This design comes from an exercise in tuning for small area, a short achievable clock period and few clock cycles per item on the open sky130 flow, not from production work.
Where RTL was checked, it was by simulation tests only, not by an equivalence proof against the original.
Power is estimated from default activity; no workload was simulated.

==> inputs of job 2888 <==
==> flow/design.v <==
`default_nettype none
package dct_pkg;
    typedef logic signed [7:0]  sample_t;     
    typedef logic signed [15:0] word_t;       
    typedef logic        [8:0]  coeff_t;      
    typedef logic        [2:0]  coeff_sel_t;
    typedef logic        [4:0]  spad_addr_t;  
    typedef logic        [5:0]  step_t;
    typedef logic        [2:0]  bin_t;        
    typedef struct packed {
        logic       wr_from_mul;   
        logic       wr_en;
        logic       wr_out;        
        spad_addr_t wr_addr;
        coeff_sel_t coeff_sel;
        logic       op2_from_mul;
        logic       op1_from_mul;
        logic       neg_op2;
        logic       neg_op1;
        logic       latch_op1;
        logic       rd_spad;       
        spad_addr_t rd_addr;
    } ucode_t;
    typedef struct packed {
        logic  valid;
        bin_t  index;
        word_t data;
    } result_t;
endpackage
`default_nettype wire
`default_nettype none
module loeffler_dct_8 (
    input  wire logic    clock,
    input  wire logic    nreset,
    input  wire dct_pkg::sample_t fetch_data,
    output dct_pkg::bin_t         fetch_addr,
    output dct_pkg::result_t      result,
    output logic         frame_done
);
    logic [8:0] p;
    logic       run;                 
    wire  [8:0] np = nreset ? 9'd1 : {p[7:0], p[8]};
    always_ff @(posedge clock) begin
        p <= np;
        if (nreset)
            run <= 1'b0;
        else if (p[8])
            run <= 1'b1;
    end
    assign frame_done = p[8];
    always_comb begin
        fetch_addr = 3'd5;
        if (p[0]) fetch_addr = 3'd0;
        if (p[1]) fetch_addr = 3'd7;
        if (p[2]) fetch_addr = 3'd3;
        if (p[3]) fetch_addr = 3'd4;
        if (p[4]) fetch_addr = 3'd1;
        if (p[5]) fetch_addr = 3'd6;
        if (p[6]) fetch_addr = 3'd2;
    end
    wire signed [7:0] x = fetch_data;
    logic signed [7:0] h;
    logic signed [8:0] k;
    logic signed [8:0] d;
    logic signed [9:0] ea, eb;
    wire esum = p[4] || p[8];
    wire signed [9:0] u1 = 10'(h) + 10'(x) + (esum ? 10'(k) : 10'sd0);
    wire signed [9:0] u3 = 10'(k) - 10'(h) - 10'(x);
    wire signed [8:0] u2 = 9'(h) - 9'(x);
    always_ff @(posedge clock) begin
        h <= x;                          
        if (p[2] || p[6]) k <= u1[8:0];
        if (p[2] || p[4] || p[6] || p[8]) d <= u2;
        if (esum) begin
            ea <= u1;
            eb <= u3;
        end
    end
    logic signed [8:0] op, ow;           
    logic signed [9:0] o0, o1, o2, o3;
    logic oa, ob, c213, c251, c142, c50, c2x, oxs, oys;
    always_ff @(posedge clock) begin
        oa   <= np[3] || np[5] || np[7] || np[0];
        ob   <= np[4] || np[6] || np[8] || np[1];
        c213 <= np[3] || np[5];
        c251 <= np[7] || np[0];
        c142 <= np[4] || np[6];
        c50  <= np[8] || np[1];
        c2x  <= np[3] || np[5] || np[8] || np[1];
        oxs  <= np[5] || np[0];          
        oys  <= np[6] || np[1];          
    end
    wire signed [18:0] wd = 19'(d);
    wire signed [18:0] oc =
          (ob ? 19'sd255 : 19'sd0)
        + (c2x ? 19'sd1 : 19'sd0)
        + (oxs ? 19'sd1 : 19'sd0);
    wire [18:0] or1 = {19{oa}} & (wd <<< 8);
    wire [18:0] or2 = ({19{c142}} & (wd <<< 7)) | ({19{c2x}} & (wd <<< 5));
    wire [18:0] or3 = ({19{ob}} & (wd <<< 4)) | ({19{c213}} & (wd <<< 3)) | ({19{c251}} & (wd <<< 2));
    wire [18:0] or4 = ({19{c142}} & (wd <<< 1)) | ({19{c2x}} & ~(wd <<< 1));
    wire [18:0] or5 = {19{oa}} & wd;
    wire [18:0] or6 = ({19{oxs}} & ~(19'(ow) <<< 8)) | ({19{oys}} & (19'(op) <<< 8));
    wire signed [18:0] ot =
          $signed(or1) - $signed(or2) - $signed(or3) + $signed(or4) - $signed(or5)
        + $signed(or6) + oc;
    wire signed [9:0] ov = ot[17:8];
    always_ff @(posedge clock) begin
        if (p[3] || p[7]) op <= ov[8:0];
        ow <= ov[8:0];                   
        if (p[5]) o0 <= ov;
        if (p[6]) o3 <= ov;
        if (p[0]) o1 <= ov;
        if (p[1]) o2 <= ov;
    end
    logic signed [8:0]  x91;
    logic signed [9:0]  p139;
    logic signed [10:0] w334;
    logic a91, a139, b91, b334, ea_n, eA, exy, ex2, ey3;
    always_ff @(posedge clock) begin
        a91  <= np[5] || np[0];
        a139 <= np[6] || np[2];
        b91  <= np[1];
        b334 <= np[7] || np[3];
        ea_n <= np[5] || np[0] || np[1];
        eA   <= np[5] || np[0] || np[6] || np[2];
        exy  <= np[0] || np[1];
        ex2  <= np[2];
        ey3  <= np[3];
    end
    wire signed [9:0]  ev = ea_n ? ea : eb;
    wire signed [19:0] we = 20'(ev);
    wire signed [19:0] ec =
          (a91 ? 20'sd3 : 20'sd0)
        + (a139 ? 20'sd2 : 20'sd0)
        + (ex2 ? 20'sd1 : 20'sd0)
        + (b91 ? 20'sd256 : 20'sd0)
        + (b334 ? 20'sd258 : 20'sd0);
    wire [19:0] er1 = ({20{eA}} & (we <<< 7)) | ({20{b91}} & ~(we <<< 7)) | ({20{b334}} & ~(we <<< 8));
    wire [19:0] er2 = ({20{a91}} & ~(we <<< 5)) | ({20{a139}} & (we <<< 4)) |
                      ({20{b91}} & (we <<< 5)) | ({20{b334}} & ~(we <<< 6));
    wire [19:0] er3 = ({20{eA}} & ~(we <<< 2)) | ({20{b91}} & (we <<< 2)) | ({20{b334}} & ~(we <<< 4));
    wire [19:0] er4 = ({20{eA}} & ~we) | ({20{b91}} & we) | ({20{b334}} & (we <<< 1));
    wire [19:0] er5 = ({20{exy}} & (20'(x91) <<< 8)) | ({20{ex2}} & ~(20'(w334) <<< 8)) |
                      ({20{ey3}} & (20'(p139) <<< 8));
    wire signed [19:0] et =
          $signed(er1) + $signed(er2) + $signed(er3) + $signed(er4) + $signed(er5) + ec;
    wire signed [10:0] evr = et[18:8];
    always_ff @(posedge clock) begin
        if (p[5]) x91  <= evr[8:0];
        if (p[6]) p139 <= evr[9:0];
        if (p[7]) w334 <= evr;
    end
    logic signed [10:0] b1, b2;
    wire use0 = p[3] || p[4] || p[5];
    wire use1 = p[2] || p[4] || p[5];
    wire use2 = p[3] || p[4] || p[5];
    wire use3 = p[2] || p[4] || p[5];
    wire neg0 = p[5];
    wire neg1 = p[2];
    wire neg2 = p[3] || p[5];
    wire signed [11:0] qc = (p[2] || p[3]) ? 12'sd1 : p[5] ? 12'sd2 : 12'sd0;
    wire signed [11:0] qs =
          (use0 ? (neg0 ? ~(12'(o0)) : 12'(o0)) : 12'sd0)
        + (use1 ? (neg1 ? ~(12'(o1)) : 12'(o1)) : 12'sd0)
        + (use2 ? (neg2 ? ~(12'(o2)) : 12'(o2)) : 12'sd0)
        + (use3 ? 12'(o3) : 12'sd0)
        + qc;
    always_ff @(posedge clock) begin
        if (p[2]) b1 <= qs[10:0];
        if (p[3]) b2 <= qs[10:0];
    end
    wire signed [10:0] bv = p[6] ? b1 : b2;
    wire signed [19:0] wb = 20'(bv);
    wire signed [19:0] k362 = (wb <<< 8) + (wb <<< 6) + (wb <<< 5) + (wb <<< 3) + (wb <<< 1);
    logic signed [11:0] r;
    logic               rvalid;
    logic [2:0]         ridx;
    always_ff @(posedge clock) begin
        if (p[0] || p[1] || p[2] || p[3])
            r <= 12'(evr);
        else if (p[4] || p[5])
            r <= qs;
        else
            r <= k362[19:8];
        rvalid <= run && !p[8] && !nreset;
        ridx   <= (p[0] ? 3'd0 : 3'd0) | (p[1] ? 3'd4 : 3'd0) | (p[2] ? 3'd2 : 3'd0) |
                  (p[3] ? 3'd6 : 3'd0) | (p[4] ? 3'd1 : 3'd0) | (p[5] ? 3'd7 : 3'd0) |
                  (p[6] ? 3'd3 : 3'd0) | (p[7] ? 3'd5 : 3'd0);
    end
    assign result.valid = rvalid;
    assign result.index = ridx;
    assign result.data  = 16'(r);
endmodule
`default_nettype wire
==> flow/run.sh <==
#!/bin/bash
# synth_recipe.tcl (not shown) runs the flow's synth.tcl, then flattens the netlist and writes it again
# the make line also repeats each setting of config.mk as NAME=value (left out here)
make -C /OpenROAD-flow-scripts/flow DESIGN_CONFIG=/design/flow/config.mk WORK_HOME=/design/flow/orfs CLKGATE_MAP_FILE= SYNTH_SCRIPT=/design/flow/synth_recipe.tcl finish
==> flow/config.mk <==
export PLATFORM = sky130hd
export DESIGN_NAME = loeffler_dct_8
export DESIGN_NICKNAME = loeffler_dct_8
export VERILOG_FILES = /design/flow/design.v
export SDC_FILE = /design/flow/constraint.sdc
export NUM_CORES = 4
export LEC_CHECK = 0
export CAP_MARGIN = 20
export CORE_MARGIN = 2
export CORE_UTILIZATION = 60
export SETUP_SLACK_MARGIN = 4.5
export SLEW_MARGIN = 20
export TNS_END_PERCENT = 5
==> flow/constraint.sdc <==
create_clock -name core_clock -period 8.5 [get_ports {clock}]
set_input_delay 1.7000 -clock core_clock [delete_from_list [all_inputs] [get_ports {clock}]]
set_output_delay 1.7000 -clock core_clock [all_outputs]
set_load 0.01 [all_outputs]
==> inputs of job 8332, as changes to job 2888 <==
--- a/flow/design.v
+++ b/flow/design.v
@@ -96,13 +96,12 @@
         + (c2x ? 19'sd1 : 19'sd0)
         + (oxs ? 19'sd1 : 19'sd0);
-    wire [18:0] or1 = {19{oa}} & (wd <<< 8);
-    wire [18:0] or2 = ({19{c142}} & (wd <<< 7)) | ({19{c2x}} & (wd <<< 5));
-    wire [18:0] or3 = ({19{ob}} & (wd <<< 4)) | ({19{c213}} & (wd <<< 3)) | ({19{c251}} & (wd <<< 2));
-    wire [18:0] or4 = ({19{c142}} & (wd <<< 1)) | ({19{c2x}} & ~(wd <<< 1));
-    wire [18:0] or5 = {19{oa}} & wd;
-    wire [18:0] or6 = ({19{oxs}} & ~(19'(ow) <<< 8)) | ({19{oys}} & (19'(op) <<< 8));
     wire signed [18:0] ot =
-          $signed(or1) - $signed(or2) - $signed(or3) + $signed(or4) - $signed(or5)
-        + $signed(or6) + oc;
+          (oa ? (wd <<< 8) : 19'sd0)
+        - (c142 ? (wd <<< 7) : c2x ? (wd <<< 5) : 19'sd0)
+        - (ob ? (wd <<< 4) : c213 ? (wd <<< 3) : c251 ? (wd <<< 2) : 19'sd0)
+        + (c142 ? (wd <<< 1) : c2x ? ~(wd <<< 1) : 19'sd0)
+        - (oa ? wd : 19'sd0)
+        + (oxs ? ~(19'(ow) <<< 8) : oys ? (19'(op) <<< 8) : 19'sd0)
+        + oc;
     wire signed [9:0] ov = ot[17:8];
     always_ff @(posedge clock) begin
@@ -137,13 +136,12 @@
         + (b91 ? 20'sd256 : 20'sd0)
         + (b334 ? 20'sd258 : 20'sd0);
-    wire [19:0] er1 = ({20{eA}} & (we <<< 7)) | ({20{b91}} & ~(we <<< 7)) | ({20{b334}} & ~(we <<< 8));
-    wire [19:0] er2 = ({20{a91}} & ~(we <<< 5)) | ({20{a139}} & (we <<< 4)) |
-                      ({20{b91}} & (we <<< 5)) | ({20{b334}} & ~(we <<< 6));
-    wire [19:0] er3 = ({20{eA}} & ~(we <<< 2)) | ({20{b91}} & (we <<< 2)) | ({20{b334}} & ~(we <<< 4));
-    wire [19:0] er4 = ({20{eA}} & ~we) | ({20{b91}} & we) | ({20{b334}} & (we <<< 1));
-    wire [19:0] er5 = ({20{exy}} & (20'(x91) <<< 8)) | ({20{ex2}} & ~(20'(w334) <<< 8)) |
-                      ({20{ey3}} & (20'(p139) <<< 8));
     wire signed [19:0] et =
-          $signed(er1) + $signed(er2) + $signed(er3) + $signed(er4) + $signed(er5) + ec;
+          (eA ? (we <<< 7) : b91 ? ~(we <<< 7) : b334 ? ~(we <<< 8) : 20'sd0)
+        + (a91 ? ~(we <<< 5) : a139 ? (we <<< 4) : b91 ? (we <<< 5) : b334 ? ~(we <<< 6) : 20'sd0)
+        + (eA ? ~(we <<< 2) : b91 ? (we <<< 2) : b334 ? ~(we <<< 4) : 20'sd0)
+        + (eA ? ~we : b91 ? we : b334 ? (we <<< 1) : 20'sd0)
+        + (exy ? (20'(x91) <<< 8) : ex2 ? ~(20'(w334) <<< 8) :
+           ey3 ? (20'(p139) <<< 8) : 20'sd0)
+        + ec;
     wire signed [10:0] evr = et[18:8];
     always_ff @(posedge clock) begin
--- a/flow/config.mk
+++ b/flow/config.mk
@@ -9,5 +9,5 @@
 export CORE_MARGIN = 2
 export CORE_UTILIZATION = 60
-export SETUP_SLACK_MARGIN = 4.5
+export SETUP_SLACK_MARGIN = 5.0
 export SLEW_MARGIN = 20
-export TNS_END_PERCENT = 5
+export TNS_END_PERCENT = 2
==> comparison table <==
                                                                           job 2888            job 8332
Number of combinational gates with multiple inputs                              993                1072
Endpoint of the lowest-slack register-to-register path              o2[9]$_DFFE_PP_  w334[10]$_DFFE_PP_
Area Growth Syn to Fin                                                       15.68%              17.41%
Pwr Total                                                                   7059 uW             6748 uW
P_seq                                                                       1810 uW             1820 uW
WL met2                                                                    18.16 mm            18.31 mm
Reported clock group power                                                   836 uW              855 uW
Number of rows created at floorplan                                              59                  60
Switching Fraction                                                           42.72%              41.70%
Data-path buffer share of cell area in the final layout                      5.481%              6.215%
Portion of total power attributed to sequential cells                         25.7%               26.9%
Pre-Repair DR Iteration Count                                                     7                   5
Synthesized netlist net count                                                  1813                1879
Status                                             no timing/DRC/antenna violations  no timing/DRC/antenna violations
Non-clock buffer count in the final layout                                      105                 134
Number of filler instances in the final layout                                 1934                1987
Headroom to the max-slew limit                                               37.33%              36.53%
Compound-Gate Fraction of Synth Area                                         10.08%              10.81%
M3 GR Usage                                                                  3.569%              2.938%
Clock latency of the later-clocked register in the worst-skew pair          0.45 ns             0.44 ns
Data arrival time of the critical path                                      5.09 ns             5.02 ns
CTS-repair resized insts                                                         61                 143
Max rail drop VDD                                                          295.9 uV            627.1 uV
GRT Total Usage                                                              26.20%              27.60%
Post-Place Setup Slack                                                     2.771 ns            2.778 ns
Testbench counts of job 8332, summed over its fixed seeds: cycles 3,528, frames 384.
For job 2888, only the layout was checked, not whether the RTL still works.

==> static timing again, ports no longer ideal <==
The results above use ideal ports. As a check the final layouts listed here were re-extracted and re-timed, cells and wires unchanged.
Step 1 (the two cells are an assumption about what drives the block):
set clk [get_ports {clock}]
set_driving_cell -lib_cell sky130_fd_sc_hd__clkbuf_16 $clk
set_driving_cell -lib_cell sky130_fd_sc_hd__buf_2 [delete_from_list [all_inputs] $clk]
Step 2 moves the port delays by t, midway between the first and last clock arrival at a register: inputs arrive t later, outputs are due t later. That takes back most of the time a late clock gives input paths.
Slacks: ideal / step 1 / step 2; pairs: ideal / step 1.
run	shift t [ns]	setup WS [ns]	worst setup path after step 2
job 2888	0.487	3.573 / 3.573 / 3.379	input to register
job 8332	0.481	3.676 / 3.676 / 3.676	register to register
After both steps every run listed still meets setup and hold. For job 2888, which loses most, drivers alone change the setup slack by 0.000 ns; drivers and shift together by -0.194 ns.
